What follows belongs to an exercise in optimizing a design on an open flow for small area, a short achievable clock period and few clock cycles; a production flow would make more cautious choices.
RTL that was checked went through simulation tests only; none was proved equivalent to the original.
Power figures rest on the tool's default switching activity, not on a simulated workload.

## north
## sprite_frame_animator
module sprite_frame_animator (
    input  wire logic        i_clk,
    input  wire logic        i_rst_n,
    input  wire logic        i_in_valid,
    output logic             o_in_stall,
    input  wire logic [49:0] i_in_data,
    output logic             o_out_valid,
    input  wire logic        i_out_stall,
    output logic [90:0]      o_out_data,
    input  wire logic        i_cfg_valid,
    output logic             o_cfg_ready,
    input  wire logic [2:0]  i_cfg_index,
    input  wire logic [15:0] i_cfg_data
);
    localparam logic [1:0] ACT_BEGIN  = 2'd0;
    localparam logic [1:0] ACT_UPDATE = 2'd1;
    localparam logic [1:0] ACT_PIXEL  = 2'd2;
    localparam logic [1:0] KIND_CLEAR = 2'd0;
    localparam logic [1:0] KIND_FETCH = 2'd1;
    localparam logic [1:0] KIND_FILL  = 2'd2;
    localparam logic [2:0] REG_POS_X       = 3'd0;
    localparam logic [2:0] REG_POS_Y       = 3'd1;
    localparam logic [2:0] REG_PIXEL_SCALE = 3'd2;
    localparam logic [2:0] REG_SPRITE_W    = 3'd3;
    localparam logic [2:0] REG_SPRITE_H    = 3'd4;
  ...
clock: 6.5 ns
lec_check: 0
abc_clock_period_in_ps: 3000
cap_margin: 20
core_margin: 2
core_utilization: 40
setup_slack_margin: 3.0
slew_margin: 20
run.sh (not shown) runs the stock make flow with config.mk's settings and CLKGATE_MAP_FILE= SYNTH_SCRIPT=/design/flow/synth_recipe.tcl, a recipe that flattens the netlist after the stock synthesis.
Testbench counts of north, summed over its fixed seeds: cycles 44,237.
Input-level comparison between south and north:
# north
export LEC_CHECK = 0
export ABC_CLOCK_PERIOD_IN_PS = 3000
export CAP_MARGIN = 20
export CORE_MARGIN = 2
export CORE_UTILIZATION = 40
export SETUP_SLACK_MARGIN = 3.0
export SLEW_MARGIN = 20
create_clock -name core_clock -period 6.5 [get_ports {i_clk}]
# south
export LEC_CHECK = 0
export ABC_CLOCK_PERIOD_IN_PS = 3000
export CAP_MARGIN = 20
export CORE_MARGIN = 2
export CORE_UTILIZATION = 40
export SLEW_MARGIN = 20
create_clock -name core_clock -period 6.5 [get_ports {i_clk}]
==> comparison <==
Going from north to south, the final core area utilization was found to have gone down by 3.1 points.
Compared with north, in south minimum clock period up 0.65 ns, critical path depth up 4, starting DRC count in detailed routing up 122, max-slew violation total from the final report flat.
Compared with north, in south total detailed-routing wirelength lost 5.3%, power went down 2.5%, final design instance area without fill went down about 6%.
Relative to south, the following input files were edited for east:
# south
export LEC_CHECK = 0
export ABC_CLOCK_PERIOD_IN_PS = 3000
export CAP_MARGIN = 20
export CORE_MARGIN = 2
export CORE_UTILIZATION = 40
export SLEW_MARGIN = 20
create_clock -name core_clock -period 6.5 [get_ports {i_clk}]
# east
export LEC_CHECK = 0
export CAP_MARGIN = 20
export CORE_MARGIN = 2
export CORE_UTILIZATION = 40
export SLEW_MARGIN = 20
create_clock -name core_clock -period 6.5 [get_ports {i_clk}]
## What came out
From east to south, vias per cell did not move at all.
Diff south..east | slew of the pin with the lowest slew margin | unchanged
From east to south, met1 wire length did not move at all.
[compare] base=south new=east: worst-case hold slack stayed essentially flat, met3 capacity usage during global routing stayed essentially flat, instance area after placement stayed essentially flat, total routing usage reported by global routing stayed essentially flat.
Re simple logic cell fraction of the synthesized area: no difference whatsoever between south and east.
Total wire length: south vs east identical
Final design area excluding fillers: south vs east identical
Between east and south, the relative contribution of sequential cells to total power does not differ in any meaningful way.

* * *

== run a ==
Another version of the RTL of sprite_frame_animator (not shown whole).
For scale: about 170 I/O pins, ~15000 um^2 of cells after synthesis.
==> flow/config.mk <==
export PLATFORM = sky130hd
export DESIGN_NAME = sprite_frame_animator
export DESIGN_NICKNAME = sprite_frame_animator
export VERILOG_FILES = /design/flow/design.v
export SDC_FILE = /design/flow/constraint.sdc
export NUM_CORES = 4
export LEC_CHECK = 0
export ABC_AREA = 1
export CAP_MARGIN = 20
export CORE_MARGIN = 2
export CORE_UTILIZATION = 55
export CTS_BUF_LIST = sky130_fd_sc_hd__clkbuf_8
export CTS_CLUSTER_DIAMETER = 50
export CTS_CLUSTER_SIZE = 30
export SETUP_SLACK_MARGIN = 3.4
export SLEW_MARGIN = 20
==> flow/constraint.sdc <==
create_clock -name core_clock -period 6.5 [get_ports {i_clk}]
set_input_delay 1.3000 -clock core_clock [delete_from_list [all_inputs] [get_ports {i_clk}]]
set_output_delay 1.3000 -clock core_clock [all_outputs]
set_load 0.01 [all_outputs]
standard.sh (not shown) runs the stock make flow with config.mk's settings and CLKGATE_MAP_FILE= SYNTH_SCRIPT=/design/flow/synth_recipe.tcl, a recipe that flattens the netlist after the stock synthesis.
==> flow/flow/run.sh <==
#!/bin/bash
# Layout: the standard ORFS flow, with the I/O port buffers inserted as buf_1 cells
# (the resizer upsizes those on critical paths). The full tool output goes to flow.log.
set -euo pipefail
export BUFFER_PORTS_ARGS="-buffer_cell sky130_fd_sc_hd__buf_1"
bash standard.sh > flow.log 2>&1
Testbench counts of run a, summed over its fixed seeds: cycles 44,864.
## Diff of input files: run b against run a
- CTS_BUF_LIST: sky130_fd_sc_hd__clkbuf_8 -> sky130_fd_sc_hd__clkbuf_4
- CTS_CLUSTER_SIZE: 30 -> unset
- CTS_CLUSTER_DIAMETER: 50 -> unset
### Flow results
Relative to run a, the number of global-route vias before repair measured on run b has increased by a few percent.
Run b against run a: total power saw an increase; met3 layer wire length in the routed design saw an increase; number of non-clock buffers shows an increase of 4; static leakage power went up about 2.3%; number of levels the H-tree was split into picked up an extra 2.
Run b has completed all stages; timing, DRC and antenna checks passed.
Taking run a as the reference, in run b global-route wire length before repair went up about 1.2%; core utilization went up 0.70 points.

* * *

sprite_frame_animator, a different RTL version from the one above (not shown whole).
For scale: about 260 flip-flops, roughly 170 I/O pins, roughly 0.016 mm² of cells after synthesis.
clock: 6.5 ns
lec_check: 0
abc_area: 1
cap_margin: 20
core_margin: 2
core_utilization: 75
cts_buf_list: sky130_fd_sc_hd__clkbuf_4
setup_slack_margin: 3.5
slew_margin: 20
Scripts as last shown in full above: flow/flow/run.sh
The baseline stopped in global routing on GRT-0232.
Testbench counts at the start, summed over its fixed seeds: cycles 44,285.
Edit:
--- a/flow/config.mk
+++ b/flow/config.mk
@@ -6,8 +6,7 @@
 export NUM_CORES = 4
 export LEC_CHECK = 0
-export ABC_AREA = 1
 export CAP_MARGIN = 20
 export CORE_MARGIN = 2
-export CORE_UTILIZATION = 75
+export CORE_UTILIZATION = 40
 export CTS_BUF_LIST = sky130_fd_sc_hd__clkbuf_4
 export SETUP_SLACK_MARGIN = 3.5
What happened: This time the run produced a clean layout; area after synthesis drops by 0.95%; synthesized cell count came out lower by 16%.

* * *

Another version of the RTL of sprite_frame_animator (not shown whole).
Size: roughly 1700 cells after synthesis, ~260 flip-flops, about 170 I/O pins, ~15000 sq um of cells after synthesis.
==> flow/config.mk <==
export PLATFORM = sky130hd
export DESIGN_NAME = sprite_frame_animator
export DESIGN_NICKNAME = sprite_frame_animator
export VERILOG_FILES = /design/flow/design.v
export SDC_FILE = /design/flow/constraint.sdc
export NUM_CORES = 4
export LEC_CHECK = 0
export CAP_MARGIN = 20
export CORE_MARGIN = 2
export CORE_UTILIZATION = 40
export SETUP_SLACK_MARGIN = 3.5
export SLEW_MARGIN = 20
==> flow/constraint.sdc <==
create_clock -name core_clock -period 6.5 [get_ports {i_clk}]
set_input_delay 1.3000 -clock core_clock [delete_from_list [all_inputs] [get_ports {i_clk}]]
set_output_delay 1.3000 -clock core_clock [all_outputs]
set_load 0.01 [all_outputs]
Scripts as last shown in full above: flow/flow/run.sh
The first run went through all stages and came out clean.
Change:
==> flow/run.sh (new file) <==
#!/bin/bash
# synth_recipe.tcl (not shown) runs the flow's synth.tcl, then flattens the netlist and writes it again
# the make line also repeats each setting of config.mk as NAME=value (left out here)
make -C /OpenROAD-flow-scripts/flow DESIGN_CONFIG=/design/flow/config.mk WORK_HOME=/design/flow/orfs CLKGATE_MAP_FILE= SYNTH_SCRIPT=/design/flow/synth_recipe.tcl finish
removed: flow/flow/run.sh
removed: flow/standard.sh
Outcome:
- first-iteration DRC count climbs by 1.7%
- setup slack degrades by 0.14 ns
- routed wire length came out higher by about 3%
No run of this note included a check of the RTL's function; only the layout flow was run.

* * *

## rev 12
Another version of the RTL of sprite_frame_animator (not shown whole).
For scale: roughly 2000 cells after synthesis, about 170 I/O pins, about 0.016 mm^2 of cells after synthesis.
## sprite_frame_animator
module sprite_frame_animator (
    input  wire logic        i_clk,
    input  wire logic        i_rst_n,
    input  wire logic        i_in_valid,
    output logic             o_in_stall,
    input  wire logic [49:0] i_in_data,
    output logic             o_out_valid,
    input  wire logic        i_out_stall,
    output logic [90:0]      o_out_data,
    input  wire logic        i_cfg_valid,
    output logic             o_cfg_ready,
    input  wire logic [2:0]  i_cfg_index,
    input  wire logic [15:0] i_cfg_data
);
==> flow/config.mk <==
export PLATFORM = sky130hd
export DESIGN_NAME = sprite_frame_animator
export DESIGN_NICKNAME = sprite_frame_animator
export VERILOG_FILES = /design/flow/design.v
export SDC_FILE = /design/flow/constraint.sdc
export NUM_CORES = 4
export LEC_CHECK = 0
export ABC_AREA = 1
export CAP_MARGIN = 20
export CORE_MARGIN = 2
export CORE_UTILIZATION = 40
export SETUP_SLACK_MARGIN = 3.5
export SLEW_MARGIN = 20
==> flow/constraint.sdc <==
create_clock -name core_clock -period 6.5 [get_ports {i_clk}]
set_input_delay 1.3000 -clock core_clock [delete_from_list [all_inputs] [get_ports {i_clk}]]
set_output_delay 1.3000 -clock core_clock [all_outputs]
set_load 0.01 [all_outputs]
run.sh (not shown) runs the stock make flow with config.mk's settings and CLKGATE_MAP_FILE= SYNTH_SCRIPT=/design/flow/synth_recipe.tcl, a recipe that flattens the netlist after the stock synthesis.
Stock flow here: none of the scripts above is used.
Inputs modified between rev 12 and rev 13:
Settings: a deleted ABC_AREA that had been 1.
[summary]
- r_base[2] as the worst setup path endpoint was reported by rev 13, and o_out_data[57] by rev 12.
- Sort rev 13 and rev 12 by final cell count, descending, and rev 12 comes first.
- Taking rev 12 as the reference, in rev 13 number of enable-type register cells in the synthesized netlist held, non-clock inverter count in the final layout went down about 64%, detailed-routed wire length on met3 went up about 14%.
No functional check of the RTL was part of any run of this note.

## afterwards: timing with drivers on the ports
No port has a modelled driver above. Below, the same layouts with a new extraction and two added sets of constraints. Step 1, drivers: a clkbuf_16 drives i_clk and a buf_2 each remaining input, both assumed. Step 2 adds t to the input delays and takes it off the output delays; t is the mean of the earliest and latest rising clock arrival at the registers after step 1. Input paths then give back, and output paths get back, about the clock's delay inside the block. Slacks: ideal ports / drivers / drivers and shift; pairs: ideal ports / drivers.
run	shift t [ns]	slack for setup (ns)	slew at the worst register clock pin (ns)	pins driven straight from the clock port
north	0.633	1.055 / 1.078 / 0.445	0.07 / 0.07	1
south	0.604	0.408 / 0.440 / -0.164	0.06 / 0.06	1
east	0.604	0.408 / 0.440 / -0.164	0.06 / 0.06	1
run a	0.654	3.420 / 3.351 / 2.962	0.10 / 0.10	1
run b	0.712	3.422 / 3.355 / 2.957	0.07 / 0.07	1
the second run of note 3	0.791	3.146 / 3.171 / 2.380	0.07 / 0.07	1
the first run of note 4	0.623	2.911 / 2.928 / 2.305	0.07 / 0.07	1
the second run of note 4	0.627	2.767 / 2.794 / 2.167	0.07 / 0.07	1
rev 12	0.623	3.326 / 3.272 / 2.859	0.07 / 0.07	1
rev 13	0.577	2.863 / 2.877 / 2.300	0.06 / 0.06	1
Met with ideal ports but missed after step 2: setup timing in south and east. For the second run of note 3, which loses most, drivers alone change the setup slack by +0.025 ns; drivers and shift together by -0.766 ns.
